Source: an optimization exercise on an open RTL-to-GDS flow (aim: small area and a short achievable clock period). Production flows keep margins and buffers that such runs may drop.
No run shown here included a check of the RTL's function; only the layout flow was run.
Power is estimated from default activity; no workload was simulated.

## flow/design.v (module list and top-level ports; edited modules follow where they fit)
// module fmul_unpack: 74 lines
// module fmul_mant_mult: 1945 lines
// module fmul_norm_plan: 23 lines
// module fmul_normalize: 21 lines
// module fmul_round_pack: 22 lines
// module fmul_pipe: 111 lines
module fmul_pipe (
   input  wire        clk,
   input  wire        rst_n,
   input  wire        in_valid,
   input  wire [31:0] a,
   input  wire [31:0] b,
   output wire        out_valid,
   output wire [31:0] y,
   output wire        ovf
);
  // ...
==> flow/run.sh <==
#!/bin/bash
# synth_recipe.tcl (not shown) runs the flow's synth.tcl, then flattens the netlist and writes it again
# the make line also repeats each setting of config.mk as NAME=value (left out here)
make -C /OpenROAD-flow-scripts/flow DESIGN_CONFIG=/design/flow/config.mk WORK_HOME=/design/flow/orfs CLKGATE_MAP_FILE= SYNTH_SCRIPT=/design/flow/synth_recipe.tcl finish
==> flow/config.mk <==
export PLATFORM = sky130hd
export DESIGN_NAME = fmul_pipe
export DESIGN_NICKNAME = fmul_pipe
export VERILOG_FILES = /design/flow/design.v
export SDC_FILE = /design/flow/constraint.sdc
export NUM_CORES = 4
export LEC_CHECK = 0
export ABC_AREA = 1
export CAP_MARGIN = 20
export CORE_MARGIN = 2
export CORE_UTILIZATION = 40
export SLEW_MARGIN = 20
==> flow/constraint.sdc <==
create_clock -name core_clock -period 7.5 [get_ports {clk}]
set_input_delay 1.5000 -clock core_clock [delete_from_list [all_inputs] [get_ports {clk}]]
set_output_delay 1.5000 -clock core_clock [all_outputs]
set_load 0.01 [all_outputs]
==> results_dict.tcl, run 1 <==
set metrics [dict create \
    startpoint "s3_mant[0]" \
    layout-drive-gt1-share 0.04725 \
    routed.top_layer "met4" \
    startpoint_type "flop" \
    layout.cells.non_filler 4632 \
    tap-cell-count 864 \
    comb_power_share 0.746 \
    final.hold.worst_slack_ps 320.2 \
    clk_pin_slew_ps 60 \
    cts_tree "built" \
    number_of_levels_the_h_tree_was_split_into 1 \
    drt-pass1-iter-count 8 \
    globalRoute.totalOverflow 0 \
    status "complete, no violations" \
    globalRouteMet1Util 0.3407 \
    layout.non_clock_inverters 739 \
    power_w 0.01354 \
    cts-buffers-inserted 28 \
    worst-slew-pin-transition_ps 1183 \
    dr_total_vias 24630 \
    synth_cell_type_count 49 \
    cpLargestDelayFamily "simple AND/OR/NAND/NOR gates" \
    critPathKind "reg -> out" \
    timing.critical_path.mode_cell "nand2_1" \
    place.port_buffers 100 \
    synth_top_area_share 0.1995 \
    cp.depth 24 \
]
==> module fmul_normalize, before the edit <==
module fmul_normalize (
   input  wire [47:0] r0,
   input  wire [47:0] r1,
   input  wire        normal,
   input  wire [5:0]  sh,
   input  wire        sh_out,
   output wire [24:0] mant,      
   output wire        up         
);
   wire [47:0] p = r0 + r1;
   wire [48:0] l0 = {p, 1'b0};
   wire [48:0] l5 = sh[5] ? {32'd0, l0[48:32]} : l0;
   wire [40:0] l4 = sh[4] ? {8'd0, l5[48:16]} : l5[40:0];
   wire [32:0] l3 = sh[3] ? l4[40:8] : l4[32:0];
   wire [28:0] l2 = sh[2] ? l3[32:4] : l3[28:0];
   wire [26:0] l1 = sh[1] ? l2[28:2] : l2[26:0];
   wire [25:0] w0 = sh[0] ? l1[26:1] : l1[25:0];
   wire [25:0] win = sh_out ? 26'd0 : w0;
   assign up   = normal & win[25];
   assign mant = up ? win[25:1] : win[24:0];
endmodule
==> module fmul_round_pack, before the edit <==
module fmul_round_pack (
   input  wire [24:0] mant,
   input  wire        up,
   input  wire [7:0]  ebase,
   input  wire [3:0]  ge,
   input  wire        sign,
   input  wire        special,
   input  wire        quiet,
   output wire [31:0] y,
   output wire        ovf
);
   wire [23:0] m   = mant[24:1];
   wire        inc = mant[0];
   wire [24:0] r   = {1'b0, m} + {24'd0, inc};
   wire [1:0]  j   = {1'b0, up} + {1'b0, r[24] | r[23]} + {1'b0, r[24]};
   wire [7:0]  e   = ebase + {6'd0, j};
   wire        big = ge[j];
   assign ovf = ~special & big;
   assign y   = special ? {sign, 8'hff, r[22] | quiet, r[21:0]} :
                big     ? {sign, 8'hff, 23'd0} :
                          {sign, e, r[22:0]};
endmodule
==> run 2: changes to the inputs <==
--- a/flow/design.v
+++ b/flow/design.v
@@ -102,2 +102,5 @@
    input  wire [11:0] neg,
+   input  wire [12:0] one_n,
+   input  wire [11:0] two_n,
+   input  wire [11:0] neg_n,
    output wire [47:0] r0,
@@ -130,3 +133,2 @@
    wire pp0_24;
-   wire ns0;
    wire pp1_0;
@@ -156,3 +158,2 @@
    wire pp1_24;
-   wire ns1;
    wire pp2_0;
@@ -182,3 +183,2 @@
    wire pp2_24;
-   wire ns2;
    wire pp3_0;
@@ -208,3 +208,2 @@
    wire pp3_24;
-   wire ns3;
    wire pp4_0;
@@ -234,3 +233,2 @@
    wire pp4_24;
-   wire ns4;
    wire pp5_0;
@@ -260,3 +258,2 @@
    wire pp5_24;
-   wire ns5;
    wire pp6_0;
@@ -286,3 +283,2 @@
    wire pp6_24;
-   wire ns6;
    wire pp7_0;
@@ -312,3 +308,2 @@
    wire pp7_24;
-   wire ns7;
    wire pp8_0;
@@ -338,3 +333,2 @@
    wire pp8_24;
-   wire ns8;
    wire pp9_0;
@@ -364,3 +358,2 @@
    wire pp9_24;
-   wire ns9;
    wire pp10_0;
@@ -390,3 +383,2 @@
    wire pp10_24;
-   wire ns10;
    wire pp11_0;
@@ -416,3 +408,2 @@
    wire pp11_24;
-   wire ns11;
    wire pp12_0;
@@ -1038,15 +1029,14 @@
    assign pp0_12 = ((one[0] & a[12]) | (two[0] & a[11])) ^ neg[0];
-   assign pp0_13 = ((one[0] & a[13]) | (two[0] & a[12])) ^ neg[0];
-   assign pp0_14 = ((one[0] & a[14]) | (two[0] & a[13])) ^ neg[0];
-   assign pp0_15 = ((one[0] & a[15]) | (two[0] & a[14])) ^ neg[0];
-   assign pp0_16 = ((one[0] & a[16]) | (two[0] & a[15])) ^ neg[0];
-   assign pp0_17 = ((one[0] & a[17]) | (two[0] & a[16])) ^ neg[0];
-   assign pp0_18 = ((one[0] & a[18]) | (two[0] & a[17])) ^ neg[0];
-   assign pp0_19 = ((one[0] & a[19]) | (two[0] & a[18])) ^ neg[0];
-   assign pp0_20 = ((one[0] & a[20]) | (two[0] & a[19])) ^ neg[0];
-   assign pp0_21 = ((one[0] & a[21]) | (two[0] & a[20])) ^ neg[0];
-   assign pp0_22 = ((one[0] & a[22]) | (two[0] & a[21])) ^ neg[0];
-   assign pp0_23 = ((one[0] & a[23]) | (two[0] & a[22])) ^ neg[0];
-   assign pp0_24 = ((two[0] & a[23])) ^ neg[0];
-   assign ns0 = ~neg[0];
+   assign pp0_13 = ((~one_n[0] & a[13]) | (~two_n[0] & a[12])) ^ ~neg_n[0];
+   assign pp0_14 = ((~one_n[0] & a[14]) | (~two_n[0] & a[13])) ^ ~neg_n[0];
+   assign pp0_15 = ((~one_n[0] & a[15]) | (~two_n[0] & a[14])) ^ ~neg_n[0];
+   assign pp0_16 = ((~one_n[0] & a[16]) | (~two_n[0] & a[15])) ^ ~neg_n[0];
+   assign pp0_17 = ((~one_n[0] & a[17]) | (~two_n[0] & a[16])) ^ ~neg_n[0];
+   assign pp0_18 = ((~one_n[0] & a[18]) | (~two_n[0] & a[17])) ^ ~neg_n[0];
+   assign pp0_19 = ((~one_n[0] & a[19]) | (~two_n[0] & a[18])) ^ ~neg_n[0];
+   assign pp0_20 = ((~one_n[0] & a[20]) | (~two_n[0] & a[19])) ^ ~neg_n[0];
+   assign pp0_21 = ((~one_n[0] & a[21]) | (~two_n[0] & a[20])) ^ ~neg_n[0];
+   assign pp0_22 = ((~one_n[0] & a[22]) | (~two_n[0] & a[21])) ^ ~neg_n[0];
+   assign pp0_23 = ((~one_n[0] & a[23]) | (~two_n[0] & a[22])) ^ ~neg_n[0];
+   assign pp0_24 = ((~two_n[0] & a[23])) ^ ~neg_n[0];
    assign pp1_0 = ((one[1] & a[0])) ^ neg[1];
@@ -1064,15 +1054,14 @@
    assign pp1_12 = ((one[1] & a[12]) | (two[1] & a[11])) ^ neg[1];
-   assign pp1_13 = ((one[1] & a[13]) | (two[1] & a[12])) ^ neg[1];
-   assign pp1_14 = ((one[1] & a[14]) | (two[1] & a[13])) ^ neg[1];
-   assign pp1_15 = ((one[1] & a[15]) | (two[1] & a[14])) ^ neg[1];
-   assign pp1_16 = ((one[1] & a[16]) | (two[1] & a[15])) ^ neg[1];
-   assign pp1_17 = ((one[1] & a[17]) | (two[1] & a[16])) ^ neg[1];
-   assign pp1_18 = ((one[1] & a[18]) | (two[1] & a[17])) ^ neg[1];
-   assign pp1_19 = ((one[1] & a[19]) | (two[1] & a[18])) ^ neg[1];
-   assign pp1_20 = ((one[1] & a[20]) | (two[1] & a[19])) ^ neg[1];
-   assign pp1_21 = ((one[1] & a[21]) | (two[1] & a[20])) ^ neg[1];
-   assign pp1_22 = ((one[1] & a[22]) | (two[1] & a[21])) ^ neg[1];
-   assign pp1_23 = ((one[1] & a[23]) | (two[1] & a[22])) ^ neg[1];
-   assign pp1_24 = ((two[1] & a[23])) ^ neg[1];
-   assign ns1 = ~neg[1];
+   assign pp1_13 = ((~one_n[1] & a[13]) | (~two_n[1] & a[12])) ^ ~neg_n[1];
+   assign pp1_14 = ((~one_n[1] & a[14]) | (~two_n[1] & a[13])) ^ ~neg_n[1];
+   assign pp1_15 = ((~one_n[1] & a[15]) | (~two_n[1] & a[14])) ^ ~neg_n[1];
+   assign pp1_16 = ((~one_n[1] & a[16]) | (~two_n[1] & a[15])) ^ ~neg_n[1];
+   assign pp1_17 = ((~one_n[1] & a[17]) | (~two_n[1] & a[16])) ^ ~neg_n[1];
+   assign pp1_18 = ((~one_n[1] & a[18]) | (~two_n[1] & a[17])) ^ ~neg_n[1];
+   assign pp1_19 = ((~one_n[1] & a[19]) | (~two_n[1] & a[18])) ^ ~neg_n[1];
+   assign pp1_20 = ((~one_n[1] & a[20]) | (~two_n[1] & a[19])) ^ ~neg_n[1];
+   assign pp1_21 = ((~one_n[1] & a[21]) | (~two_n[1] & a[20])) ^ ~neg_n[1];
+   assign pp1_22 = ((~one_n[1] & a[22]) | (~two_n[1] & a[21])) ^ ~neg_n[1];
+   assign pp1_23 = ((~one_n[1] & a[23]) | (~two_n[1] & a[22])) ^ ~neg_n[1];
+   assign pp1_24 = ((~two_n[1] & a[23])) ^ ~neg_n[1];
    assign pp2_0 = ((one[2] & a[0])) ^ neg[2];
@@ -1090,15 +1079,14 @@
    assign pp2_12 = ((one[2] & a[12]) | (two[2] & a[11])) ^ neg[2];
-   assign pp2_13 = ((one[2] & a[13]) | (two[2] & a[12])) ^ neg[2];
-   assign pp2_14 = ((one[2] & a[14]) | (two[2] & a[13])) ^ neg[2];
-   assign pp2_15 = ((one[2] & a[15]) | (two[2] & a[14])) ^ neg[2];
-   assign pp2_16 = ((one[2] & a[16]) | (two[2] & a[15])) ^ neg[2];
-   assign pp2_17 = ((one[2] & a[17]) | (two[2] & a[16])) ^ neg[2];
-   assign pp2_18 = ((one[2] & a[18]) | (two[2] & a[17])) ^ neg[2];
-   assign pp2_19 = ((one[2] & a[19]) | (two[2] & a[18])) ^ neg[2];
-   assign pp2_20 = ((one[2] & a[20]) | (two[2] & a[19])) ^ neg[2];
-   assign pp2_21 = ((one[2] & a[21]) | (two[2] & a[20])) ^ neg[2];
-   assign pp2_22 = ((one[2] & a[22]) | (two[2] & a[21])) ^ neg[2];
-   assign pp2_23 = ((one[2] & a[23]) | (two[2] & a[22])) ^ neg[2];
-   assign pp2_24 = ((two[2] & a[23])) ^ neg[2];
-   assign ns2 = ~neg[2];
+   assign pp2_13 = ((~one_n[2] & a[13]) | (~two_n[2] & a[12])) ^ ~neg_n[2];
+   assign pp2_14 = ((~one_n[2] & a[14]) | (~two_n[2] & a[13])) ^ ~neg_n[2];
+   assign pp2_15 = ((~one_n[2] & a[15]) | (~two_n[2] & a[14])) ^ ~neg_n[2];
+   assign pp2_16 = ((~one_n[2] & a[16]) | (~two_n[2] & a[15])) ^ ~neg_n[2];
+   assign pp2_17 = ((~one_n[2] & a[17]) | (~two_n[2] & a[16])) ^ ~neg_n[2];
+   assign pp2_18 = ((~one_n[2] & a[18]) | (~two_n[2] & a[17])) ^ ~neg_n[2];
+   assign pp2_19 = ((~one_n[2] & a[19]) | (~two_n[2] & a[18])) ^ ~neg_n[2];
+   assign pp2_20 = ((~one_n[2] & a[20]) | (~two_n[2] & a[19])) ^ ~neg_n[2];
+   assign pp2_21 = ((~one_n[2] & a[21]) | (~two_n[2] & a[20])) ^ ~neg_n[2];
+   assign pp2_22 = ((~one_n[2] & a[22]) | (~two_n[2] & a[21])) ^ ~neg_n[2];
+   assign pp2_23 = ((~one_n[2] & a[23]) | (~two_n[2] & a[22])) ^ ~neg_n[2];
+   assign pp2_24 = ((~two_n[2] & a[23])) ^ ~neg_n[2];
    assign pp3_0 = ((one[3] & a[0])) ^ neg[3];
@@ -1116,15 +1104,14 @@
    assign pp3_12 = ((one[3] & a[12]) | (two[3] & a[11])) ^ neg[3];
-   assign pp3_13 = ((one[3] & a[13]) | (two[3] & a[12])) ^ neg[3];
-   assign pp3_14 = ((one[3] & a[14]) | (two[3] & a[13])) ^ neg[3];
-   assign pp3_15 = ((one[3] & a[15]) | (two[3] & a[14])) ^ neg[3];
-   assign pp3_16 = ((one[3] & a[16]) | (two[3] & a[15])) ^ neg[3];
-   assign pp3_17 = ((one[3] & a[17]) | (two[3] & a[16])) ^ neg[3];
-   assign pp3_18 = ((one[3] & a[18]) | (two[3] & a[17])) ^ neg[3];
-   assign pp3_19 = ((one[3] & a[19]) | (two[3] & a[18])) ^ neg[3];
-   assign pp3_20 = ((one[3] & a[20]) | (two[3] & a[19])) ^ neg[3];
-   assign pp3_21 = ((one[3] & a[21]) | (two[3] & a[20])) ^ neg[3];
-   assign pp3_22 = ((one[3] & a[22]) | (two[3] & a[21])) ^ neg[3];
-   assign pp3_23 = ((one[3] & a[23]) | (two[3] & a[22])) ^ neg[3];
-   assign pp3_24 = ((two[3] & a[23])) ^ neg[3];
-   assign ns3 = ~neg[3];
+   assign pp3_13 = ((~one_n[3] & a[13]) | (~two_n[3] & a[12])) ^ ~neg_n[3];
+   assign pp3_14 = ((~one_n[3] & a[14]) | (~two_n[3] & a[13])) ^ ~neg_n[3];
+   assign pp3_15 = ((~one_n[3] & a[15]) | (~two_n[3] & a[14])) ^ ~neg_n[3];
+   assign pp3_16 = ((~one_n[3] & a[16]) | (~two_n[3] & a[15])) ^ ~neg_n[3];
+   assign pp3_17 = ((~one_n[3] & a[17]) | (~two_n[3] & a[16])) ^ ~neg_n[3];
+   assign pp3_18 = ((~one_n[3] & a[18]) | (~two_n[3] & a[17])) ^ ~neg_n[3];
+   assign pp3_19 = ((~one_n[3] & a[19]) | (~two_n[3] & a[18])) ^ ~neg_n[3];
+   assign pp3_20 = ((~one_n[3] & a[20]) | (~two_n[3] & a[19])) ^ ~neg_n[3];
+   assign pp3_21 = ((~one_n[3] & a[21]) | (~two_n[3] & a[20])) ^ ~neg_n[3];
+   assign pp3_22 = ((~one_n[3] & a[22]) | (~two_n[3] & a[21])) ^ ~neg_n[3];
+   assign pp3_23 = ((~one_n[3] & a[23]) | (~two_n[3] & a[22])) ^ ~neg_n[3];
+   assign pp3_24 = ((~two_n[3] & a[23])) ^ ~neg_n[3];
    assign pp4_0 = ((one[4] & a[0])) ^ neg[4];
@@ -1142,15 +1129,14 @@
    assign pp4_12 = ((one[4] & a[12]) | (two[4] & a[11])) ^ neg[4];
-   assign pp4_13 = ((one[4] & a[13]) | (two[4] & a[12])) ^ neg[4];
-   assign pp4_14 = ((one[4] & a[14]) | (two[4] & a[13])) ^ neg[4];
-   assign pp4_15 = ((one[4] & a[15]) | (two[4] & a[14])) ^ neg[4];
-   assign pp4_16 = ((one[4] & a[16]) | (two[4] & a[15])) ^ neg[4];
-   assign pp4_17 = ((one[4] & a[17]) | (two[4] & a[16])) ^ neg[4];
-   assign pp4_18 = ((one[4] & a[18]) | (two[4] & a[17])) ^ neg[4];
-   assign pp4_19 = ((one[4] & a[19]) | (two[4] & a[18])) ^ neg[4];
-   assign pp4_20 = ((one[4] & a[20]) | (two[4] & a[19])) ^ neg[4];
-   assign pp4_21 = ((one[4] & a[21]) | (two[4] & a[20])) ^ neg[4];
-   assign pp4_22 = ((one[4] & a[22]) | (two[4] & a[21])) ^ neg[4];
-   assign pp4_23 = ((one[4] & a[23]) | (two[4] & a[22])) ^ neg[4];
-   assign pp4_24 = ((two[4] & a[23])) ^ neg[4];
-   assign ns4 = ~neg[4];
+   assign pp4_13 = ((~one_n[4] & a[13]) | (~two_n[4] & a[12])) ^ ~neg_n[4];
+   assign pp4_14 = ((~one_n[4] & a[14]) | (~two_n[4] & a[13])) ^ ~neg_n[4];
+   assign pp4_15 = ((~one_n[4] & a[15]) | (~two_n[4] & a[14])) ^ ~neg_n[4];
+   assign pp4_16 = ((~one_n[4] & a[16]) | (~two_n[4] & a[15])) ^ ~neg_n[4];
+   assign pp4_17 = ((~one_n[4] & a[17]) | (~two_n[4] & a[16])) ^ ~neg_n[4];
+   assign pp4_18 = ((~one_n[4] & a[18]) | (~two_n[4] & a[17])) ^ ~neg_n[4];
+   assign pp4_19 = ((~one_n[4] & a[19]) | (~two_n[4] & a[18])) ^ ~neg_n[4];
+   assign pp4_20 = ((~one_n[4] & a[20]) | (~two_n[4] & a[19])) ^ ~neg_n[4];
+   assign pp4_21 = ((~one_n[4] & a[21]) | (~two_n[4] & a[20])) ^ ~neg_n[4];
+   assign pp4_22 = ((~one_n[4] & a[22]) | (~two_n[4] & a[21])) ^ ~neg_n[4];
+   assign pp4_23 = ((~one_n[4] & a[23]) | (~two_n[4] & a[22])) ^ ~neg_n[4];
+   assign pp4_24 = ((~two_n[4] & a[23])) ^ ~neg_n[4];
    assign pp5_0 = ((one[5] & a[0])) ^ neg[5];
@@ -1168,15 +1154,14 @@
    assign pp5_12 = ((one[5] & a[12]) | (two[5] & a[11])) ^ neg[5];
-   assign pp5_13 = ((one[5] & a[13]) | (two[5] & a[12])) ^ neg[5];
-   assign pp5_14 = ((one[5] & a[14]) | (two[5] & a[13])) ^ neg[5];
-   assign pp5_15 = ((one[5] & a[15]) | (two[5] & a[14])) ^ neg[5];
-   assign pp5_16 = ((one[5] & a[16]) | (two[5] & a[15])) ^ neg[5];
-   assign pp5_17 = ((one[5] & a[17]) | (two[5] & a[16])) ^ neg[5];
-   assign pp5_18 = ((one[5] & a[18]) | (two[5] & a[17])) ^ neg[5];
-   assign pp5_19 = ((one[5] & a[19]) | (two[5] & a[18])) ^ neg[5];
-   assign pp5_20 = ((one[5] & a[20]) | (two[5] & a[19])) ^ neg[5];
-   assign pp5_21 = ((one[5] & a[21]) | (two[5] & a[20])) ^ neg[5];
-   assign pp5_22 = ((one[5] & a[22]) | (two[5] & a[21])) ^ neg[5];
-   assign pp5_23 = ((one[5] & a[23]) | (two[5] & a[22])) ^ neg[5];
-   assign pp5_24 = ((two[5] & a[23])) ^ neg[5];
-   assign ns5 = ~neg[5];
+   assign pp5_13 = ((~one_n[5] & a[13]) | (~two_n[5] & a[12])) ^ ~neg_n[5];
+   assign pp5_14 = ((~one_n[5] & a[14]) | (~two_n[5] & a[13])) ^ ~neg_n[5];
+   assign pp5_15 = ((~one_n[5] & a[15]) | (~two_n[5] & a[14])) ^ ~neg_n[5];
+   assign pp5_16 = ((~one_n[5] & a[16]) | (~two_n[5] & a[15])) ^ ~neg_n[5];
+   assign pp5_17 = ((~one_n[5] & a[17]) | (~two_n[5] & a[16])) ^ ~neg_n[5];
+   assign pp5_18 = ((~one_n[5] & a[18]) | (~two_n[5] & a[17])) ^ ~neg_n[5];
+   assign pp5_19 = ((~one_n[5] & a[19]) | (~two_n[5] & a[18])) ^ ~neg_n[5];
+   assign pp5_20 = ((~one_n[5] & a[20]) | (~two_n[5] & a[19])) ^ ~neg_n[5];
+   assign pp5_21 = ((~one_n[5] & a[21]) | (~two_n[5] & a[20])) ^ ~neg_n[5];
+   assign pp5_22 = ((~one_n[5] & a[22]) | (~two_n[5] & a[21])) ^ ~neg_n[5];
+   assign pp5_23 = ((~one_n[5] & a[23]) | (~two_n[5] & a[22])) ^ ~neg_n[5];
+   assign pp5_24 = ((~two_n[5] & a[23])) ^ ~neg_n[5];
    assign pp6_0 = ((one[6] & a[0])) ^ neg[6];
@@ -1194,15 +1179,14 @@
    assign pp6_12 = ((one[6] & a[12]) | (two[6] & a[11])) ^ neg[6];
-   assign pp6_13 = ((one[6] & a[13]) | (two[6] & a[12])) ^ neg[6];
-   assign pp6_14 = ((one[6] & a[14]) | (two[6] & a[13])) ^ neg[6];
-   assign pp6_15 = ((one[6] & a[15]) | (two[6] & a[14])) ^ neg[6];
-   assign pp6_16 = ((one[6] & a[16]) | (two[6] & a[15])) ^ neg[6];
-   assign pp6_17 = ((one[6] & a[17]) | (two[6] & a[16])) ^ neg[6];
-   assign pp6_18 = ((one[6] & a[18]) | (two[6] & a[17])) ^ neg[6];
-   assign pp6_19 = ((one[6] & a[19]) | (two[6] & a[18])) ^ neg[6];
-   assign pp6_20 = ((one[6] & a[20]) | (two[6] & a[19])) ^ neg[6];
-   assign pp6_21 = ((one[6] & a[21]) | (two[6] & a[20])) ^ neg[6];
-   assign pp6_22 = ((one[6] & a[22]) | (two[6] & a[21])) ^ neg[6];
-   assign pp6_23 = ((one[6] & a[23]) | (two[6] & a[22])) ^ neg[6];
-   assign pp6_24 = ((two[6] & a[23])) ^ neg[6];
-   assign ns6 = ~neg[6];
+   assign pp6_13 = ((~one_n[6] & a[13]) | (~two_n[6] & a[12])) ^ ~neg_n[6];
+   assign pp6_14 = ((~one_n[6] & a[14]) | (~two_n[6] & a[13])) ^ ~neg_n[6];
+   assign pp6_15 = ((~one_n[6] & a[15]) | (~two_n[6] & a[14])) ^ ~neg_n[6];
+   assign pp6_16 = ((~one_n[6] & a[16]) | (~two_n[6] & a[15])) ^ ~neg_n[6];
+   assign pp6_17 = ((~one_n[6] & a[17]) | (~two_n[6] & a[16])) ^ ~neg_n[6];
+   assign pp6_18 = ((~one_n[6] & a[18]) | (~two_n[6] & a[17])) ^ ~neg_n[6];
+   assign pp6_19 = ((~one_n[6] & a[19]) | (~two_n[6] & a[18])) ^ ~neg_n[6];
+   assign pp6_20 = ((~one_n[6] & a[20]) | (~two_n[6] & a[19])) ^ ~neg_n[6];
+   assign pp6_21 = ((~one_n[6] & a[21]) | (~two_n[6] & a[20])) ^ ~neg_n[6];
+   assign pp6_22 = ((~one_n[6] & a[22]) | (~two_n[6] & a[21])) ^ ~neg_n[6];
+   assign pp6_23 = ((~one_n[6] & a[23]) | (~two_n[6] & a[22])) ^ ~neg_n[6];
+   assign pp6_24 = ((~two_n[6] & a[23])) ^ ~neg_n[6];
    assign pp7_0 = ((one[7] & a[0])) ^ neg[7];
@@ -1220,15 +1204,14 @@
    assign pp7_12 = ((one[7] & a[12]) | (two[7] & a[11])) ^ neg[7];
-   assign pp7_13 = ((one[7] & a[13]) | (two[7] & a[12])) ^ neg[7];
-   assign pp7_14 = ((one[7] & a[14]) | (two[7] & a[13])) ^ neg[7];
-   assign pp7_15 = ((one[7] & a[15]) | (two[7] & a[14])) ^ neg[7];
-   assign pp7_16 = ((one[7] & a[16]) | (two[7] & a[15])) ^ neg[7];
-   assign pp7_17 = ((one[7] & a[17]) | (two[7] & a[16])) ^ neg[7];
-   assign pp7_18 = ((one[7] & a[18]) | (two[7] & a[17])) ^ neg[7];
-   assign pp7_19 = ((one[7] & a[19]) | (two[7] & a[18])) ^ neg[7];
-   assign pp7_20 = ((one[7] & a[20]) | (two[7] & a[19])) ^ neg[7];
-   assign pp7_21 = ((one[7] & a[21]) | (two[7] & a[20])) ^ neg[7];
-   assign pp7_22 = ((one[7] & a[22]) | (two[7] & a[21])) ^ neg[7];
-   assign pp7_23 = ((one[7] & a[23]) | (two[7] & a[22])) ^ neg[7];
-   assign pp7_24 = ((two[7] & a[23])) ^ neg[7];
-   assign ns7 = ~neg[7];
+   assign pp7_13 = ((~one_n[7] & a[13]) | (~two_n[7] & a[12])) ^ ~neg_n[7];
+   assign pp7_14 = ((~one_n[7] & a[14]) | (~two_n[7] & a[13])) ^ ~neg_n[7];
+   assign pp7_15 = ((~one_n[7] & a[15]) | (~two_n[7] & a[14])) ^ ~neg_n[7];
+   assign pp7_16 = ((~one_n[7] & a[16]) | (~two_n[7] & a[15])) ^ ~neg_n[7];
+   assign pp7_17 = ((~one_n[7] & a[17]) | (~two_n[7] & a[16])) ^ ~neg_n[7];
+   assign pp7_18 = ((~one_n[7] & a[18]) | (~two_n[7] & a[17])) ^ ~neg_n[7];
+   assign pp7_19 = ((~one_n[7] & a[19]) | (~two_n[7] & a[18])) ^ ~neg_n[7];
+   assign pp7_20 = ((~one_n[7] & a[20]) | (~two_n[7] & a[19])) ^ ~neg_n[7];
+   assign pp7_21 = ((~one_n[7] & a[21]) | (~two_n[7] & a[20])) ^ ~neg_n[7];
+   assign pp7_22 = ((~one_n[7] & a[22]) | (~two_n[7] & a[21])) ^ ~neg_n[7];
+   assign pp7_23 = ((~one_n[7] & a[23]) | (~two_n[7] & a[22])) ^ ~neg_n[7];
+   assign pp7_24 = ((~two_n[7] & a[23])) ^ ~neg_n[7];
    assign pp8_0 = ((one[8] & a[0])) ^ neg[8];
@@ -1246,15 +1229,14 @@
    assign pp8_12 = ((one[8] & a[12]) | (two[8] & a[11])) ^ neg[8];
-   assign pp8_13 = ((one[8] & a[13]) | (two[8] & a[12])) ^ neg[8];
-   assign pp8_14 = ((one[8] & a[14]) | (two[8] & a[13])) ^ neg[8];
-   assign pp8_15 = ((one[8] & a[15]) | (two[8] & a[14])) ^ neg[8];
-   assign pp8_16 = ((one[8] & a[16]) | (two[8] & a[15])) ^ neg[8];
-   assign pp8_17 = ((one[8] & a[17]) | (two[8] & a[16])) ^ neg[8];
-   assign pp8_18 = ((one[8] & a[18]) | (two[8] & a[17])) ^ neg[8];
-   assign pp8_19 = ((one[8] & a[19]) | (two[8] & a[18])) ^ neg[8];
-   assign pp8_20 = ((one[8] & a[20]) | (two[8] & a[19])) ^ neg[8];
-   assign pp8_21 = ((one[8] & a[21]) | (two[8] & a[20])) ^ neg[8];
-   assign pp8_22 = ((one[8] & a[22]) | (two[8] & a[21])) ^ neg[8];
-   assign pp8_23 = ((one[8] & a[23]) | (two[8] & a[22])) ^ neg[8];
-   assign pp8_24 = ((two[8] & a[23])) ^ neg[8];
-   assign ns8 = ~neg[8];
+   assign pp8_13 = ((~one_n[8] & a[13]) | (~two_n[8] & a[12])) ^ ~neg_n[8];
+   assign pp8_14 = ((~one_n[8] & a[14]) | (~two_n[8] & a[13])) ^ ~neg_n[8];
+   assign pp8_15 = ((~one_n[8] & a[15]) | (~two_n[8] & a[14])) ^ ~neg_n[8];
+   assign pp8_16 = ((~one_n[8] & a[16]) | (~two_n[8] & a[15])) ^ ~neg_n[8];
+   assign pp8_17 = ((~one_n[8] & a[17]) | (~two_n[8] & a[16])) ^ ~neg_n[8];
+   assign pp8_18 = ((~one_n[8] & a[18]) | (~two_n[8] & a[17])) ^ ~neg_n[8];
+   assign pp8_19 = ((~one_n[8] & a[19]) | (~two_n[8] & a[18])) ^ ~neg_n[8];
+   assign pp8_20 = ((~one_n[8] & a[20]) | (~two_n[8] & a[19])) ^ ~neg_n[8];
+   assign pp8_21 = ((~one_n[8] & a[21]) | (~two_n[8] & a[20])) ^ ~neg_n[8];
+   assign pp8_22 = ((~one_n[8] & a[22]) | (~two_n[8] & a[21])) ^ ~neg_n[8];
+   assign pp8_23 = ((~one_n[8] & a[23]) | (~two_n[8] & a[22])) ^ ~neg_n[8];
+   assign pp8_24 = ((~two_n[8] & a[23])) ^ ~neg_n[8];
    assign pp9_0 = ((one[9] & a[0])) ^ neg[9];
@@ -1272,15 +1254,14 @@
    assign pp9_12 = ((one[9] & a[12]) | (two[9] & a[11])) ^ neg[9];
-   assign pp9_13 = ((one[9] & a[13]) | (two[9] & a[12])) ^ neg[9];
-   assign pp9_14 = ((one[9] & a[14]) | (two[9] & a[13])) ^ neg[9];
-   assign pp9_15 = ((one[9] & a[15]) | (two[9] & a[14])) ^ neg[9];
-   assign pp9_16 = ((one[9] & a[16]) | (two[9] & a[15])) ^ neg[9];
-   assign pp9_17 = ((one[9] & a[17]) | (two[9] & a[16])) ^ neg[9];
-   assign pp9_18 = ((one[9] & a[18]) | (two[9] & a[17])) ^ neg[9];
-   assign pp9_19 = ((one[9] & a[19]) | (two[9] & a[18])) ^ neg[9];
-   assign pp9_20 = ((one[9] & a[20]) | (two[9] & a[19])) ^ neg[9];
-   assign pp9_21 = ((one[9] & a[21]) | (two[9] & a[20])) ^ neg[9];
-   assign pp9_22 = ((one[9] & a[22]) | (two[9] & a[21])) ^ neg[9];
-   assign pp9_23 = ((one[9] & a[23]) | (two[9] & a[22])) ^ neg[9];
-   assign pp9_24 = ((two[9] & a[23])) ^ neg[9];
-   assign ns9 = ~neg[9];
+   assign pp9_13 = ((~one_n[9] & a[13]) | (~two_n[9] & a[12])) ^ ~neg_n[9];
+   assign pp9_14 = ((~one_n[9] & a[14]) | (~two_n[9] & a[13])) ^ ~neg_n[9];
+   assign pp9_15 = ((~one_n[9] & a[15]) | (~two_n[9] & a[14])) ^ ~neg_n[9];
+   assign pp9_16 = ((~one_n[9] & a[16]) | (~two_n[9] & a[15])) ^ ~neg_n[9];
+   assign pp9_17 = ((~one_n[9] & a[17]) | (~two_n[9] & a[16])) ^ ~neg_n[9];
+   assign pp9_18 = ((~one_n[9] & a[18]) | (~two_n[9] & a[17])) ^ ~neg_n[9];
+   assign pp9_19 = ((~one_n[9] & a[19]) | (~two_n[9] & a[18])) ^ ~neg_n[9];
+   assign pp9_20 = ((~one_n[9] & a[20]) | (~two_n[9] & a[19])) ^ ~neg_n[9];
+   assign pp9_21 = ((~one_n[9] & a[21]) | (~two_n[9] & a[20])) ^ ~neg_n[9];
+   assign pp9_22 = ((~one_n[9] & a[22]) | (~two_n[9] & a[21])) ^ ~neg_n[9];
+   assign pp9_23 = ((~one_n[9] & a[23]) | (~two_n[9] & a[22])) ^ ~neg_n[9];
+   assign pp9_24 = ((~two_n[9] & a[23])) ^ ~neg_n[9];
    assign pp10_0 = ((one[10] & a[0])) ^ neg[10];
@@ -1298,15 +1279,14 @@
    assign pp10_12 = ((one[10] & a[12]) | (two[10] & a[11])) ^ neg[10];
-   assign pp10_13 = ((one[10] & a[13]) | (two[10] & a[12])) ^ neg[10];
-   assign pp10_14 = ((one[10] & a[14]) | (two[10] & a[13])) ^ neg[10];
-   assign pp10_15 = ((one[10] & a[15]) | (two[10] & a[14])) ^ neg[10];
-   assign pp10_16 = ((one[10] & a[16]) | (two[10] & a[15])) ^ neg[10];
-   assign pp10_17 = ((one[10] & a[17]) | (two[10] & a[16])) ^ neg[10];
-   assign pp10_18 = ((one[10] & a[18]) | (two[10] & a[17])) ^ neg[10];
-   assign pp10_19 = ((one[10] & a[19]) | (two[10] & a[18])) ^ neg[10];
-   assign pp10_20 = ((one[10] & a[20]) | (two[10] & a[19])) ^ neg[10];
-   assign pp10_21 = ((one[10] & a[21]) | (two[10] & a[20])) ^ neg[10];
-   assign pp10_22 = ((one[10] & a[22]) | (two[10] & a[21])) ^ neg[10];
-   assign pp10_23 = ((one[10] & a[23]) | (two[10] & a[22])) ^ neg[10];
-   assign pp10_24 = ((two[10] & a[23])) ^ neg[10];
-   assign ns10 = ~neg[10];
+   assign pp10_13 = ((~one_n[10] & a[13]) | (~two_n[10] & a[12])) ^ ~neg_n[10];
+   assign pp10_14 = ((~one_n[10] & a[14]) | (~two_n[10] & a[13])) ^ ~neg_n[10];
+   assign pp10_15 = ((~one_n[10] & a[15]) | (~two_n[10] & a[14])) ^ ~neg_n[10];
+   assign pp10_16 = ((~one_n[10] & a[16]) | (~two_n[10] & a[15])) ^ ~neg_n[10];
+   assign pp10_17 = ((~one_n[10] & a[17]) | (~two_n[10] & a[16])) ^ ~neg_n[10];
+   assign pp10_18 = ((~one_n[10] & a[18]) | (~two_n[10] & a[17])) ^ ~neg_n[10];
+   assign pp10_19 = ((~one_n[10] & a[19]) | (~two_n[10] & a[18])) ^ ~neg_n[10];
+   assign pp10_20 = ((~one_n[10] & a[20]) | (~two_n[10] & a[19])) ^ ~neg_n[10];
+   assign pp10_21 = ((~one_n[10] & a[21]) | (~two_n[10] & a[20])) ^ ~neg_n[10];
+   assign pp10_22 = ((~one_n[10] & a[22]) | (~two_n[10] & a[21])) ^ ~neg_n[10];
+   assign pp10_23 = ((~one_n[10] & a[23]) | (~two_n[10] & a[22])) ^ ~neg_n[10];
+   assign pp10_24 = ((~two_n[10] & a[23])) ^ ~neg_n[10];
    assign pp11_0 = ((one[11] & a[0])) ^ neg[11];
@@ -1324,15 +1304,14 @@
    assign pp11_12 = ((one[11] & a[12]) | (two[11] & a[11])) ^ neg[11];
-   assign pp11_13 = ((one[11] & a[13]) | (two[11] & a[12])) ^ neg[11];
-   assign pp11_14 = ((one[11] & a[14]) | (two[11] & a[13])) ^ neg[11];
-   assign pp11_15 = ((one[11] & a[15]) | (two[11] & a[14])) ^ neg[11];
-   assign pp11_16 = ((one[11] & a[16]) | (two[11] & a[15])) ^ neg[11];
-   assign pp11_17 = ((one[11] & a[17]) | (two[11] & a[16])) ^ neg[11];
-   assign pp11_18 = ((one[11] & a[18]) | (two[11] & a[17])) ^ neg[11];
-   assign pp11_19 = ((one[11] & a[19]) | (two[11] & a[18])) ^ neg[11];
-   assign pp11_20 = ((one[11] & a[20]) | (two[11] & a[19])) ^ neg[11];
-   assign pp11_21 = ((one[11] & a[21]) | (two[11] & a[20])) ^ neg[11];
-   assign pp11_22 = ((one[11] & a[22]) | (two[11] & a[21])) ^ neg[11];
-   assign pp11_23 = ((one[11] & a[23]) | (two[11] & a[22])) ^ neg[11];
-   assign pp11_24 = ((two[11] & a[23])) ^ neg[11];
-   assign ns11 = ~neg[11];
+   assign pp11_13 = ((~one_n[11] & a[13]) | (~two_n[11] & a[12])) ^ ~neg_n[11];
+   assign pp11_14 = ((~one_n[11] & a[14]) | (~two_n[11] & a[13])) ^ ~neg_n[11];
+   assign pp11_15 = ((~one_n[11] & a[15]) | (~two_n[11] & a[14])) ^ ~neg_n[11];
+   assign pp11_16 = ((~one_n[11] & a[16]) | (~two_n[11] & a[15])) ^ ~neg_n[11];
+   assign pp11_17 = ((~one_n[11] & a[17]) | (~two_n[11] & a[16])) ^ ~neg_n[11];
+   assign pp11_18 = ((~one_n[11] & a[18]) | (~two_n[11] & a[17])) ^ ~neg_n[11];
+   assign pp11_19 = ((~one_n[11] & a[19]) | (~two_n[11] & a[18])) ^ ~neg_n[11];
+   assign pp11_20 = ((~one_n[11] & a[20]) | (~two_n[11] & a[19])) ^ ~neg_n[11];
+   assign pp11_21 = ((~one_n[11] & a[21]) | (~two_n[11] & a[20])) ^ ~neg_n[11];
+   assign pp11_22 = ((~one_n[11] & a[22]) | (~two_n[11] & a[21])) ^ ~neg_n[11];
+   assign pp11_23 = ((~one_n[11] & a[23]) | (~two_n[11] & a[22])) ^ ~neg_n[11];
+   assign pp11_24 = ((~two_n[11] & a[23])) ^ ~neg_n[11];
    assign pp12_0 = one[12] & a[0];
@@ -1350,15 +1329,15 @@
    assign pp12_12 = one[12] & a[12];
-   assign pp12_13 = one[12] & a[13];
-   assign pp12_14 = one[12] & a[14];
-   assign pp12_15 = one[12] & a[15];
-   assign pp12_16 = one[12] & a[16];
-   assign pp12_17 = one[12] & a[17];
-   assign pp12_18 = one[12] & a[18];
-   assign pp12_19 = one[12] & a[19];
-   assign pp12_20 = one[12] & a[20];
-   assign pp12_21 = one[12] & a[21];
-   assign pp12_22 = one[12] & a[22];
-   assign pp12_23 = one[12] & a[23];
-   assign kc0 = ~ns0;
-   assign kc1 = ~ns0;
+   assign pp12_13 = ~one_n[12] & a[13];
+   assign pp12_14 = ~one_n[12] & a[14];
+   assign pp12_15 = ~one_n[12] & a[15];
+   assign pp12_16 = ~one_n[12] & a[16];
+   assign pp12_17 = ~one_n[12] & a[17];
+   assign pp12_18 = ~one_n[12] & a[18];
+   assign pp12_19 = ~one_n[12] & a[19];
+   assign pp12_20 = ~one_n[12] & a[20];
+   assign pp12_21 = ~one_n[12] & a[21];
+   assign pp12_22 = ~one_n[12] & a[22];
+   assign pp12_23 = ~one_n[12] & a[23];
+   assign kc0 = ~neg_n[0];
+   assign kc1 = ~neg_n[0];
    assign kc2 = ~pp10_8;
@@ -1437,4 +1416,4 @@
    assign fc23 = (pp7_12 & pp8_10) | (pp7_12 & pp9_8) | (pp8_10 & pp9_8);
-   assign fs24 = ns0 ^ ns1 ^ pp10_7;
-   assign fc24 = (ns0 & ns1) | (ns0 & pp10_7) | (ns1 & pp10_7);
+   assign fs24 = neg_n[0] ^ neg_n[1] ^ pp10_7;
+   assign fc24 = (neg_n[0] & neg_n[1]) | (neg_n[0] & pp10_7) | (neg_n[1] & pp10_7);
    assign fs25 = pp11_5 ^ pp12_3 ^ pp2_23;
@@ -1451,4 +1430,4 @@
    assign fc30 = (pp6_16 & pp7_14) | (pp6_16 & pp8_12) | (pp7_14 & pp8_12);
-   assign fs31 = ns2 ^ pp10_8 ^ pp10_9;
-   assign fc31 = (ns2 & pp10_8) | (ns2 & pp10_9) | (pp10_8 & pp10_9);
+   assign fs31 = neg_n[2] ^ pp10_8 ^ pp10_9;
+   assign fc31 = (neg_n[2] & pp10_8) | (neg_n[2] & pp10_9) | (pp10_8 & pp10_9);
    assign fs32 = pp11_7 ^ pp12_5 ^ pp3_23;
@@ -1461,4 +1440,4 @@
    assign fc35 = (pp4_22 & pp5_20) | (pp4_22 & pp6_18) | (pp5_20 & pp6_18);
-   assign fs36 = ns3 ^ pp10_10 ^ pp10_11;
-   assign fc36 = (ns3 & pp10_10) | (ns3 & pp10_11) | (pp10_10 & pp10_11);
+   assign fs36 = neg_n[3] ^ pp10_10 ^ pp10_11;
+   assign fc36 = (neg_n[3] & pp10_10) | (neg_n[3] & pp10_11) | (pp10_10 & pp10_11);
    assign fs37 = pp11_9 ^ pp12_7 ^ pp4_23;
@@ -1467,4 +1446,4 @@
    assign fc38 = (pp11_10 & pp12_8) | (pp11_10 & pp4_24) | (pp12_8 & pp4_24);
-   assign fs39 = ns4 ^ pp10_12 ^ pp10_13;
-   assign fc39 = (ns4 & pp10_12) | (ns4 & pp10_13) | (pp10_12 & pp10_13);
+   assign fs39 = neg_n[4] ^ pp10_12 ^ pp10_13;
+   assign fc39 = (neg_n[4] & pp10_12) | (neg_n[4] & pp10_13) | (pp10_12 & pp10_13);
    assign hs8 = neg[5] ^ pp0_10;
@@ -1607,4 +1586,4 @@
    assign fc102 = (pp9_16 & kc5) | (pp9_16 & fc39) | (kc5 & fc39);
-   assign fs103 = ns5 ^ pp10_14 ^ pp10_15;
-   assign fc103 = (ns5 & pp10_14) | (ns5 & pp10_15) | (pp10_14 & pp10_15);
+   assign fs103 = neg_n[5] ^ pp10_14 ^ pp10_15;
+   assign fc103 = (neg_n[5] & pp10_14) | (neg_n[5] & pp10_15) | (pp10_14 & pp10_15);
    assign fs104 = pp11_13 ^ pp12_11 ^ pp6_23;
@@ -1617,4 +1596,4 @@
    assign fc107 = (pp7_22 & pp8_20) | (pp7_22 & pp9_18) | (pp8_20 & pp9_18);
-   assign fs108 = ns6 ^ pp10_16 ^ pp10_17;
-   assign fc108 = (ns6 & pp10_16) | (ns6 & pp10_17) | (pp10_16 & pp10_17);
+   assign fs108 = neg_n[6] ^ pp10_16 ^ pp10_17;
+   assign fc108 = (neg_n[6] & pp10_16) | (neg_n[6] & pp10_17) | (pp10_16 & pp10_17);
    assign fs109 = pp11_15 ^ pp12_13 ^ pp7_23;
@@ -1623,4 +1602,4 @@
    assign fc110 = (pp11_16 & pp12_14) | (pp11_16 & pp7_24) | (pp12_14 & pp7_24);
-   assign fs111 = ns7 ^ pp10_18 ^ pp10_19;
-   assign fc111 = (ns7 & pp10_18) | (ns7 & pp10_19) | (pp10_18 & pp10_19);
+   assign fs111 = neg_n[7] ^ pp10_18 ^ pp10_19;
+   assign fc111 = (neg_n[7] & pp10_18) | (neg_n[7] & pp10_19) | (pp10_18 & pp10_19);
    assign hs14 = neg[3] ^ pp0_6;
@@ -1761,4 +1740,4 @@
    assign fc175 = (pp9_22 & kc8) | (pp9_22 & fc111) | (kc8 & fc111);
-   assign fs176 = ns8 ^ pp10_20 ^ pp10_21;
-   assign fc176 = (ns8 & pp10_20) | (ns8 & pp10_21) | (pp10_20 & pp10_21);
+   assign fs176 = neg_n[8] ^ pp10_20 ^ pp10_21;
+   assign fc176 = (neg_n[8] & pp10_20) | (neg_n[8] & pp10_21) | (pp10_20 & pp10_21);
    assign fs177 = pp11_19 ^ pp12_17 ^ pp9_23;
@@ -1767,4 +1746,4 @@
    assign fc178 = (pp11_20 & pp12_18) | (pp11_20 & pp9_24) | (pp12_18 & pp9_24);
-   assign fs179 = ns9 ^ pp10_22 ^ pp10_23;
-   assign fc179 = (ns9 & pp10_22) | (ns9 & pp10_23) | (pp10_22 & pp10_23);
+   assign fs179 = neg_n[9] ^ pp10_22 ^ pp10_23;
+   assign fc179 = (neg_n[9] & pp10_22) | (neg_n[9] & pp10_23) | (pp10_22 & pp10_23);
    assign hs18 = neg[2] ^ pp0_4;
@@ -1851,4 +1830,4 @@
    assign fc218 = (pp11_22 & pp12_20) | (pp11_22 & kc10) | (pp12_20 & kc10);
-   assign fs219 = ns10 ^ pp10_24 ^ pp11_23;
-   assign fc219 = (ns10 & pp10_24) | (ns10 & pp11_23) | (pp10_24 & pp11_23);
+   assign fs219 = neg_n[10] ^ pp10_24 ^ pp11_23;
+   assign fc219 = (neg_n[10] & pp10_24) | (neg_n[10] & pp11_23) | (pp10_24 & pp11_23);
    assign hs20 = neg[1] ^ pp0_2;
@@ -1943,4 +1922,4 @@
    assign fc262 = (pp12_22 & kc11) | (pp12_22 & fc219) | (kc11 & fc219);
-   assign fs263 = ns11 ^ pp11_24 ^ pp12_23;
-   assign fc263 = (ns11 & pp11_24) | (ns11 & pp12_23) | (pp11_24 & pp12_23);
+   assign fs263 = neg_n[11] ^ pp11_24 ^ pp12_23;
+   assign fc263 = (neg_n[11] & pp11_24) | (neg_n[11] & pp12_23) | (pp11_24 & pp12_23);
    assign r0[0] = neg[0];
@@ -2044,2 +2023,318 @@
 `default_nettype none
+module fmul_add (
+   input  wire [47:0] a,
+   input  wire [47:0] b,
+   output wire [47:0] s
+);
+   wire [47:0] g = a & b;
+   wire [47:0] p = a ^ b;
+   wire pg0;
+   wire pg1;
+   wire pp1;
+   wire pg2;
+   wire pp2;
+   wire pg3;
+   wire pp3;
+   wire pg4;
+   wire pp4;
+   wire pg5;
+   wire pp5;
+   wire pg6;
+   wire pp6;
+   wire pg7;
+   wire pp7;
+   wire pg8;
+   wire pp8;
+   wire pg9;
+   wire pp9;
+   wire pg10;
+   wire pp10;
+   wire pg11;
+   wire pp11;
+   wire pg12;
+   wire pp12;
+   wire pg13;
+   wire pp13;
+   wire pg14;
+   wire pp14;
+   wire pg15;
+   wire pp15;
+   wire pg16;
+   wire pp16;
+   wire pg17;
+   wire pp17;
+   wire pg18;
+   wire pp18;
+   wire pg19;
+   wire pp19;
+   wire pg20;
+   wire pp20;
+   wire pg21;
+   wire pp21;
+   wire pg22;
+   wire pp22;
+   wire pg23;
+   wire pp23;
+   wire pg24;
+   wire pg25;
+   wire pp25;
+   wire pg26;
+   wire pp26;
+   wire pg27;
+   wire pp27;
+   wire pg28;
+   wire pp28;
+   wire pg29;
+   wire pp29;
+   wire pg30;
+   wire pp30;
+   wire pg31;
+   wire pp31;
+   wire pg32;
+   wire pp32;
+   wire pg33;
+   wire pp33;
+   wire pg34;
+   wire pp34;
+   wire pg35;
+   wire pp35;
+   wire pg36;
+   wire pg37;
+   wire pp37;
+   wire pg38;
+   wire pp38;
+   wire pg39;
+   wire pp39;
+   wire pg40;
+   wire pp40;
+   wire pg41;
+   wire pp41;
+   wire pg42;
+   wire pg43;
+   wire pp43;
+   wire pg44;
+   wire pp44;
+   wire pg45;
+   wire pg46;
+   wire pg47;
+   wire pg48;
+   wire pg49;
+   wire pg50;
+   wire pg51;
+   wire pg52;
+   wire pg53;
+   wire pg54;
+   wire pg55;
+   wire pg56;
+   wire pg57;
+   wire pg58;
+   wire pg59;
+   wire pg60;
+   wire pg61;
+   wire pg62;
+   wire pg63;
+   wire pg64;
+   wire pg65;
+   wire pg66;
+   wire pg67;
+   wire pg68;
+   wire pg69;
+   wire pg70;
+   wire pg71;
+   wire pg72;
+   wire pg73;
+   wire pg74;
+   wire pg75;
+   wire pg76;
+   wire pg77;
+   wire pg78;
+   wire pg79;
+   wire pg80;
+   wire pg81;
+   wire pg82;
+   wire pg83;
+   wire pg84;
+   wire pg85;
+   wire pg86;
+   wire pg87;
+   assign pg0 = g[1] | (p[1] & g[0]);
+   assign pg1 = g[3] | (p[3] & g[2]);
+   assign pp1 = p[3] & p[2];
+   assign pg2 = g[5] | (p[5] & g[4]);
+   assign pp2 = p[5] & p[4];
+   assign pg3 = g[7] | (p[7] & g[6]);
+   assign pp3 = p[7] & p[6];
+   assign pg4 = g[9] | (p[9] & g[8]);
+   assign pp4 = p[9] & p[8];
+   assign pg5 = g[11] | (p[11] & g[10]);
+   assign pp5 = p[11] & p[10];
+   assign pg6 = g[13] | (p[13] & g[12]);
+   assign pp6 = p[13] & p[12];
+   assign pg7 = g[15] | (p[15] & g[14]);
+   assign pp7 = p[15] & p[14];
+   assign pg8 = g[17] | (p[17] & g[16]);
+   assign pp8 = p[17] & p[16];
+   assign pg9 = g[19] | (p[19] & g[18]);
+   assign pp9 = p[19] & p[18];
+   assign pg10 = g[21] | (p[21] & g[20]);
+   assign pp10 = p[21] & p[20];
+   assign pg11 = g[23] | (p[23] & g[22]);
+   assign pp11 = p[23] & p[22];
+   assign pg12 = g[25] | (p[25] & g[24]);
+   assign pp12 = p[25] & p[24];
+   assign pg13 = g[27] | (p[27] & g[26]);
+   assign pp13 = p[27] & p[26];
+   assign pg14 = g[29] | (p[29] & g[28]);
+   assign pp14 = p[29] & p[28];
+   assign pg15 = g[31] | (p[31] & g[30]);
+   assign pp15 = p[31] & p[30];
+   assign pg16 = g[33] | (p[33] & g[32]);
+   assign pp16 = p[33] & p[32];
+   assign pg17 = g[35] | (p[35] & g[34]);
+   assign pp17 = p[35] & p[34];
+   assign pg18 = g[37] | (p[37] & g[36]);
+   assign pp18 = p[37] & p[36];
+   assign pg19 = g[39] | (p[39] & g[38]);
+   assign pp19 = p[39] & p[38];
+   assign pg20 = g[41] | (p[41] & g[40]);
+   assign pp20 = p[41] & p[40];
+   assign pg21 = g[43] | (p[43] & g[42]);
+   assign pp21 = p[43] & p[42];
+   assign pg22 = g[45] | (p[45] & g[44]);
+   assign pp22 = p[45] & p[44];
+   assign pg23 = g[47] | (p[47] & g[46]);
+   assign pp23 = p[47] & p[46];
+   assign pg24 = pg1 | (pp1 & pg0);
+   assign pg25 = pg3 | (pp3 & pg2);
+   assign pp25 = pp3 & pp2;
+   assign pg26 = pg5 | (pp5 & pg4);
+   assign pp26 = pp5 & pp4;
+   assign pg27 = pg7 | (pp7 & pg6);
+   assign pp27 = pp7 & pp6;
+   assign pg28 = pg9 | (pp9 & pg8);
+   assign pp28 = pp9 & pp8;
+   assign pg29 = pg11 | (pp11 & pg10);
+   assign pp29 = pp11 & pp10;
+   assign pg30 = pg13 | (pp13 & pg12);
+   assign pp30 = pp13 & pp12;
+   assign pg31 = pg15 | (pp15 & pg14);
+   assign pp31 = pp15 & pp14;
+   assign pg32 = pg17 | (pp17 & pg16);
+   assign pp32 = pp17 & pp16;
+   assign pg33 = pg19 | (pp19 & pg18);
+   assign pp33 = pp19 & pp18;
+   assign pg34 = pg21 | (pp21 & pg20);
+   assign pp34 = pp21 & pp20;
+   assign pg35 = pg23 | (pp23 & pg22);
+   assign pp35 = pp23 & pp22;
+   assign pg36 = pg25 | (pp25 & pg24);
+   assign pg37 = pg27 | (pp27 & pg26);
+   assign pp37 = pp27 & pp26;
+   assign pg38 = pg29 | (pp29 & pg28);
+   assign pp38 = pp29 & pp28;
+   assign pg39 = pg31 | (pp31 & pg30);
+   assign pp39 = pp31 & pp30;
+   assign pg40 = pg33 | (pp33 & pg32);
+   assign pp40 = pp33 & pp32;
+   assign pg41 = pg35 | (pp35 & pg34);
+   assign pp41 = pp35 & pp34;
+   assign pg42 = pg37 | (pp37 & pg36);
+   assign pg43 = pg39 | (pp39 & pg38);
+   assign pp43 = pp39 & pp38;
+   assign pg44 = pg41 | (pp41 & pg40);
+   assign pp44 = pp41 & pp40;
+   assign pg45 = pg43 | (pp43 & pg42);
+   assign pg46 = pg44 | (pp44 & pg45);
+   assign pg47 = pg38 | (pp38 & pg42);
+   assign pg48 = pg40 | (pp40 & pg45);
+   assign pg49 = pg26 | (pp26 & pg36);
+   assign pg50 = pg28 | (pp28 & pg42);
+   assign pg51 = pg30 | (pp30 & pg47);
+   assign pg52 = pg32 | (pp32 & pg45);
+   assign pg53 = pg34 | (pp34 & pg48);
+   assign pg54 = pg2 | (pp2 & pg24);
+   assign pg55 = pg4 | (pp4 & pg36);
+   assign pg56 = pg6 | (pp6 & pg49);
+   assign pg57 = pg8 | (pp8 & pg42);
+   assign pg58 = pg10 | (pp10 & pg50);
+   assign pg59 = pg12 | (pp12 & pg47);
+   assign pg60 = pg14 | (pp14 & pg51);
+   assign pg61 = pg16 | (pp16 & pg45);
+   assign pg62 = pg18 | (pp18 & pg52);
+   assign pg63 = pg20 | (pp20 & pg48);
+   assign pg64 = pg22 | (pp22 & pg53);
+   assign pg65 = g[2] | (p[2] & pg0);
+   assign pg66 = g[4] | (p[4] & pg24);
+   assign pg67 = g[6] | (p[6] & pg54);
+   assign pg68 = g[8] | (p[8] & pg36);
+   assign pg69 = g[10] | (p[10] & pg55);
+   assign pg70 = g[12] | (p[12] & pg49);
+   assign pg71 = g[14] | (p[14] & pg56);
+   assign pg72 = g[16] | (p[16] & pg42);
+   assign pg73 = g[18] | (p[18] & pg57);
+   assign pg74 = g[20] | (p[20] & pg50);
+   assign pg75 = g[22] | (p[22] & pg58);
+   assign pg76 = g[24] | (p[24] & pg47);
+   assign pg77 = g[26] | (p[26] & pg59);
+   assign pg78 = g[28] | (p[28] & pg51);
+   assign pg79 = g[30] | (p[30] & pg60);
+   assign pg80 = g[32] | (p[32] & pg45);
+   assign pg81 = g[34] | (p[34] & pg61);
+   assign pg82 = g[36] | (p[36] & pg52);
+   assign pg83 = g[38] | (p[38] & pg62);
+   assign pg84 = g[40] | (p[40] & pg48);
+   assign pg85 = g[42] | (p[42] & pg63);
+   assign pg86 = g[44] | (p[44] & pg53);
+   assign pg87 = g[46] | (p[46] & pg64);
+   assign s[0] = p[0];
+   assign s[1] = p[1] ^ g[0];
+   assign s[2] = p[2] ^ pg0;
+   assign s[3] = p[3] ^ pg65;
+   assign s[4] = p[4] ^ pg24;
+   assign s[5] = p[5] ^ pg66;
+   assign s[6] = p[6] ^ pg54;
+   assign s[7] = p[7] ^ pg67;
+   assign s[8] = p[8] ^ pg36;
+   assign s[9] = p[9] ^ pg68;
+   assign s[10] = p[10] ^ pg55;
+   assign s[11] = p[11] ^ pg69;
+   assign s[12] = p[12] ^ pg49;
+   assign s[13] = p[13] ^ pg70;
+   assign s[14] = p[14] ^ pg56;
+   assign s[15] = p[15] ^ pg71;
+   assign s[16] = p[16] ^ pg42;
+   assign s[17] = p[17] ^ pg72;
+   assign s[18] = p[18] ^ pg57;
+   assign s[19] = p[19] ^ pg73;
+   assign s[20] = p[20] ^ pg50;
+   assign s[21] = p[21] ^ pg74;
+   assign s[22] = p[22] ^ pg58;
+   assign s[23] = p[23] ^ pg75;
+   assign s[24] = p[24] ^ pg47;
+   assign s[25] = p[25] ^ pg76;
+   assign s[26] = p[26] ^ pg59;
+   assign s[27] = p[27] ^ pg77;
+   assign s[28] = p[28] ^ pg51;
+   assign s[29] = p[29] ^ pg78;
+   assign s[30] = p[30] ^ pg60;
+   assign s[31] = p[31] ^ pg79;
+   assign s[32] = p[32] ^ pg45;
+   assign s[33] = p[33] ^ pg80;
+   assign s[34] = p[34] ^ pg61;
+   assign s[35] = p[35] ^ pg81;
+   assign s[36] = p[36] ^ pg52;
+   assign s[37] = p[37] ^ pg82;
+   assign s[38] = p[38] ^ pg62;
+   assign s[39] = p[39] ^ pg83;
+   assign s[40] = p[40] ^ pg48;
+   assign s[41] = p[41] ^ pg84;
+   assign s[42] = p[42] ^ pg63;
+   assign s[43] = p[43] ^ pg85;
+   assign s[44] = p[44] ^ pg53;
+   assign s[45] = p[45] ^ pg86;
+   assign s[46] = p[46] ^ pg64;
+   assign s[47] = p[47] ^ pg87;
+endmodule
+`default_nettype wire
+`default_nettype none
 module fmul_norm_plan (
@@ -2076,3 +2371,4 @@
 );
-   wire [47:0] p = r0 + r1;
+   wire [47:0] p;
+   fmul_add u_add (.a(r0), .b(r1), .s(p));
    wire [48:0] l0 = {p, 1'b0};
@@ -2103,10 +2399,27 @@
    wire        inc = mant[0];
-   wire [24:0] r   = {1'b0, m} + {24'd0, inc};
-   wire [1:0]  j   = {1'b0, up} + {1'b0, r[24] | r[23]} + {1'b0, r[24]};
-   wire [7:0]  e   = ebase + {6'd0, j};
+   wire [23:0] o0 = m;
+   wire [23:0] o1, o2, o3, o4, ones;
+   genvar i;
+   generate
+      for (i = 0; i < 24; i = i + 1) begin : g_pre
+         assign o1[i]   = ((i / 1) % 2)  ? o0[i] & o0[(i / 1) * 1 - 1]   : o0[i];
+         assign o2[i]   = ((i / 2) % 2)  ? o1[i] & o1[(i / 2) * 2 - 1]   : o1[i];
+         assign o3[i]   = ((i / 4) % 2)  ? o2[i] & o2[(i / 4) * 4 - 1]   : o2[i];
+         assign o4[i]   = ((i / 8) % 2)  ? o3[i] & o3[(i / 8) * 8 - 1]   : o3[i];
+         assign ones[i] = ((i / 16) % 2) ? o4[i] & o4[(i / 16) * 16 - 1] : o4[i];
+      end
+   endgenerate
+   wire [22:0] frac = m[22:0] ^ {ones[21:0] & {22{inc}}, inc};
+   wire        r24  = inc & ones[23];
+   wire        r23  = m[23] ^ (inc & ones[22]);
+   wire [1:0]  j    = {1'b0, up} + {r24, r23 & ~r24};
+   wire [7:0]  e1 = ebase + 8'd1;
+   wire [7:0]  e2 = ebase + 8'd2;
+   wire [7:0]  e3 = ebase + 8'd3;
+   wire [7:0]  e  = j[1] ? (j[0] ? e3 : e2) : (j[0] ? e1 : ebase);
    wire        big = ge[j];
    assign ovf = ~special & big;
-   assign y   = special ? {sign, 8'hff, r[22] | quiet, r[21:0]} :
+   assign y   = special ? {sign, 8'hff, frac[22] | quiet, frac[21:0]} :
                 big     ? {sign, 8'hff, 23'd0} :
-                          {sign, e, r[22:0]};
+                          {sign, e, frac};
 endmodule
@@ -2140,2 +2453,4 @@
    reg  [11:0] s1_two, s1_neg;
+   reg  [12:0] s1_one_n;         
+   reg  [11:0] s1_two_n, s1_neg_n;
    reg  [8:0]  s1_esum;
@@ -2151,2 +2466,5 @@
       s1_neg     <= u_neg;
+      s1_one_n   <= ~u_one;
+      s1_two_n   <= ~u_two;
+      s1_neg_n   <= ~u_neg;
       s1_esum    <= u_esum;
@@ -2164,3 +2482,4 @@
    fmul_mant_mult u_mult (
-      .a(s1_ma), .one(s1_one), .two(s1_two), .neg(s1_neg), .r0(m_r0), .r1(m_r1)
+      .a(s1_ma), .one(s1_one), .two(s1_two), .neg(s1_neg),
+      .one_n(s1_one_n), .two_n(s1_two_n), .neg_n(s1_neg_n), .r0(m_r0), .r1(m_r1)
    );
--- a/flow/config.mk
+++ b/flow/config.mk
@@ -10,3 +10,3 @@
 export CORE_MARGIN = 2
-export CORE_UTILIZATION = 40
+export CORE_UTILIZATION = 65
 export SLEW_MARGIN = 20
==> results_dict.tcl, run 2 <==
set metrics [dict create \
    cp.required_ps 6000 \
    global_route.peak_usage_layer "met2" \
    multi_input_combinational_cell_area_um2 16700 \
    top_register "s2_r0" \
    synth_seq_cells 276 \
    layout.cells.non_filler 3652 \
    clockRootBuffer "clkbuf_16" \
    cts-buffers-inserted 30 \
    cpLargestDelayFamily "simple AND/OR/NAND/NOR gates" \
    critPathArrivalTime_ps 5140 \
    number_of_levels_the_h_tree_was_split_into 1 \
    postSynthNetCount 3583 \
    leakagePower_nw 13.40 \
    power.density_cell_area_nw_per_um2 449.7 \
    num_rows 72 \
    biggestRegsByFlops "s2_r0 x48, s2_r1 x47, s3_mant x25" \
    detail_route.vias_per_cell 5.914 \
    layout.cells.most_common_list "588 x inv_1, 406 x nand2_1, 322 x xor2_1" \
    ant_nets 0 \
    critPathMaxStageDelay_ps 570 \
    yosysMostFrequentCell "inv_1" \
    grt_use_met2 0.5979 \
    final-seq-area_um2 5542 \
    largest_register_ff_count 48 \
    worst-slew-pin-transition_ps 1128 \
    globalRouteMet1Util 0.4660 \
    post-dp-hpwl_mm 56.83 \
    max_cap_violations 0 \
    clockBufferDepth 3 \
    status "complete, no violations" \
    drt-pass1-iter-count 8 \
    number_of_instances_in_the_synthesized_netlist 3140 \
    drc 0 \
    ys_async_sr_fraction 0.01087 \
    postLayoutCoreUtil 0.7086 \
    cts_setup_buffers 0 \
    synth-seq-area-share 0.2186 \
    grt_start_max_net_pins 33 \
    n_fill_cell 3167 \
    worst_setup_path_end_kind "output port" \
    leading_area_contributor_after_synthesis "fa_1" \
    hold_path.class "reg -> reg" \
    crit_slowest_cell "nand2_1" \
    global_router_s_overall_resource_usage 0.3622 \
    fp.dieArea_um2 40590 \
    clock_sink_count 276 \
    gp_congestion 1.002 \
    ios 101 \
    peakVddDrop_v 0.0002382 \
    timing.critical_path.fanout_max 24 \
    timing.clock.skew_ps 19.28 \
    grt_pass1_vias 22280 \
    worstPathCellList "nand4_2 -> nor2_2 -> nand2_2 -> nor3_4 -> nand2_2 -> nor2_2 -> nand2_2 -> inv_2 -> nand4_2 -> or2_1 -> xor2_1 -> inv_1 -> ha_1 -> inv_1 -> or2_2 -> o211ai_1 -> o21ai_2 -> nand2_1 -> nand3_1 -> inv_1 -> clkdlybuf4s50_1" \
    timing_hold_violations_final 0 \
    setup_viol 0 \
    starting_utilization_of_the_core_area 0.6574 \
    globalRoute.totalOverflow 0 \
    global_route.usage.met3 0.08082 \
    total_core_area_um2 38560 \
    grt_first_pass_wirelength_mm 116.1 \
    drt-wirelength-per-cell_um 19.90 \
    placed_cells 3597 \
    max_clock_freq_mhz 150.5 \
    timing.final.max_slew_violations 0 \
    path_buf_inv 5 \
    post_dp_cell_area_um2 26340 \
    post-route-min-period_ps 6645 \
    critPathKind "reg -> out" \
    post_synth_top_cells "588 x inv_1, 406 x nand2_1, 322 x xor2_1" \
    iteration_0_drc_count_of_the_detailed_router 2032 \
    antenna_found_initial 0 \
    die_h_um 201.5 \
    syn2layout_area_growth_pct 7.800 \
    timing.max_slew.rel_slack 0.2470 \
    synth_top_area_share 0.2259 \
    wirelength_mm 72.68 \
    post_synth.cell_area_avg_um2 8.072 \
    synth.area.top_cells "fa_1 23%, dfxtp_1 22%, xor2_1 11%" \
    ys.warnings.count 2 \
    layout-drive-gt1-share 0.05041 \
    final_min_period_over_clock_period 0.8860 \
    post_cts_gate_resize_count 0 \
    cts_tree "built" \
    synth_cell_type_count 57 \
    clk_pin_slew_ps 60 \
    syn-cell-area_um2 25350 \
    synth_top_flop_cell "dfxtp_1" \
    clock_latency_ps 580 \
    cts_hold_repair_buffers 0 \
    postLayoutCellArea_um2 27320 \
    synth_enable_flop_cells 0 \
    tns_ps 0 \
    chipWidth_um 201.5 \
    antenna_cells 0 \
    startpoint_type "flop" \
    dr_total_vias 21600 \
    final_nets 3554 \
    unrepaired_setup_endpoints_after_global_routing "no" \
    place.port_buffers 100 \
    most_common_cell_after_layout_fill_and_taps_aside "inv_1" \
]
==> run 2: cell types whose count changed after synthesis, moves of 36 or more <==
cell     change
inv_1      -126
nor2_1      -49
nand4_1     -36
nand2_1    -399
nand3_1    -126
dfxtp_1     +36
==> run 2: layer usage <==
metal | vias to the layer above | part of all wire
met3 | 239 | 0.11
li1 | 9848 | -
met2 | 1212 | 0.46
met5 | - | 0
met1 | 10300 | 0.40
met4 | 0 | 0.040
==> run 2: layout make-up <==
class | count | share of cell area
clock buffers | 37 | 0.02917
clock inverters | 18 | 0.006594
inverters | 635 | 0.08724
multi-input cells | 2058 | 0.6111
flip-flops and latches | 276 | 0.2028
well taps | 518 | 0.02372
repair buffers | 110 | 0.03938
==> run 2: cell families after synthesis <==
group / count (synthesis) / share of synthesized area
compound gates: 513 / 0.1255
xor+xnor: 337 / 0.1165
fa+ha+maj: 376 / 0.2703
buf+inv: 806 / 0.1227
flops: 276 / 0.2186
mux: 7 / 0.002814
simple gates: 825 / 0.1437
==> run 2: final timing paths <==
| check | startpoint | endpoint | slack (ps) | cells past startpoint |
|---|---|---|---|---|
| min in group asynchronous | rst_n | s1_valid | 1110 | 1 |
| setup / recovery | s3_mant[0] | y[15] | 860 | 21 |
| hold reg to reg | s2_ebase[7] | s3_ebase[7] | 330 | 0 |
| setup reg to reg | s2_r0[0] | s3_mant[16] | 2820 | 26 |
| max in group asynchronous | rst_n | s3_valid | 6250 | 1 |
| hold / removal | s2_ebase[7] | s3_ebase[7] | 330 | 0 |
==> run 2: worst reg2reg max path: stages (launching register included) <==
cell and delay [ps]:
dfxtp_1 300, ha_1 180, ha_1 170, inv_1 90, nor2_1 60, a211oi_1 380, o21ai_0 270, nand3_1 120
nand2_1 160, nand2_1 100, nand2_1 110, nand3_1 90, nand2_1 80, nand2_1 80, nand2_1 70, fa_1 390
xor2_1 390, nand2_1 90, o21ai_1 130, nand2_1 70, o211ai_1 150, nand3_1 110, nand3_1 160, nand2_4 210
inv_2 350, nand3_1 170, nand2_1 120
==> run 2: stage by stage <==
step	worst slack (ps)	hold WS, ps	power, W
finish	855.3	326.3	0.01229
global route	378.5	331.0	0.01353
CTS	891.6	326.1	0.01222
detailed placement	1529	312.1	0.01072
floorplan	2711	309.6	0.008091
global placement	1792	312.4	0.01049
==> run 2: where the power goes <==
part | leakage, nW | total, W | internal [W] | switching (W)
logic | 10.6 | 0.00845 | 0.00329 | 0.00516
clock network | 0.469 | 0.00146 | 0.000831 | 0.000625
registers | 2.33 | 0.00238 | 0.00203 | 0.000359

[re-timing with driven ports]
In the flow no input, the clock included, has a driving cell. The finished layouts below were timed again as built, in two steps. Step 1 sets driving cells, clkbuf_16 on the clock port and buf_2 on the other inputs (assumed; they add their load-dependent delay and slew). Step 2, shift: input delay + t, output delay - t, t = (earliest + latest rising clock arrival at the registers) / 2. This alone moves slack from input paths to output paths. Slacks: ideal ports / drivers / drivers and shift; pairs: ideal ports / drivers.
run	t (ns)	setup WS [ns]
run 1	0.637	0.433 / 0.373 / 1.009
run 2	0.629	0.855 / 0.799 / 1.428
After both steps setup and hold are still met in every run listed.
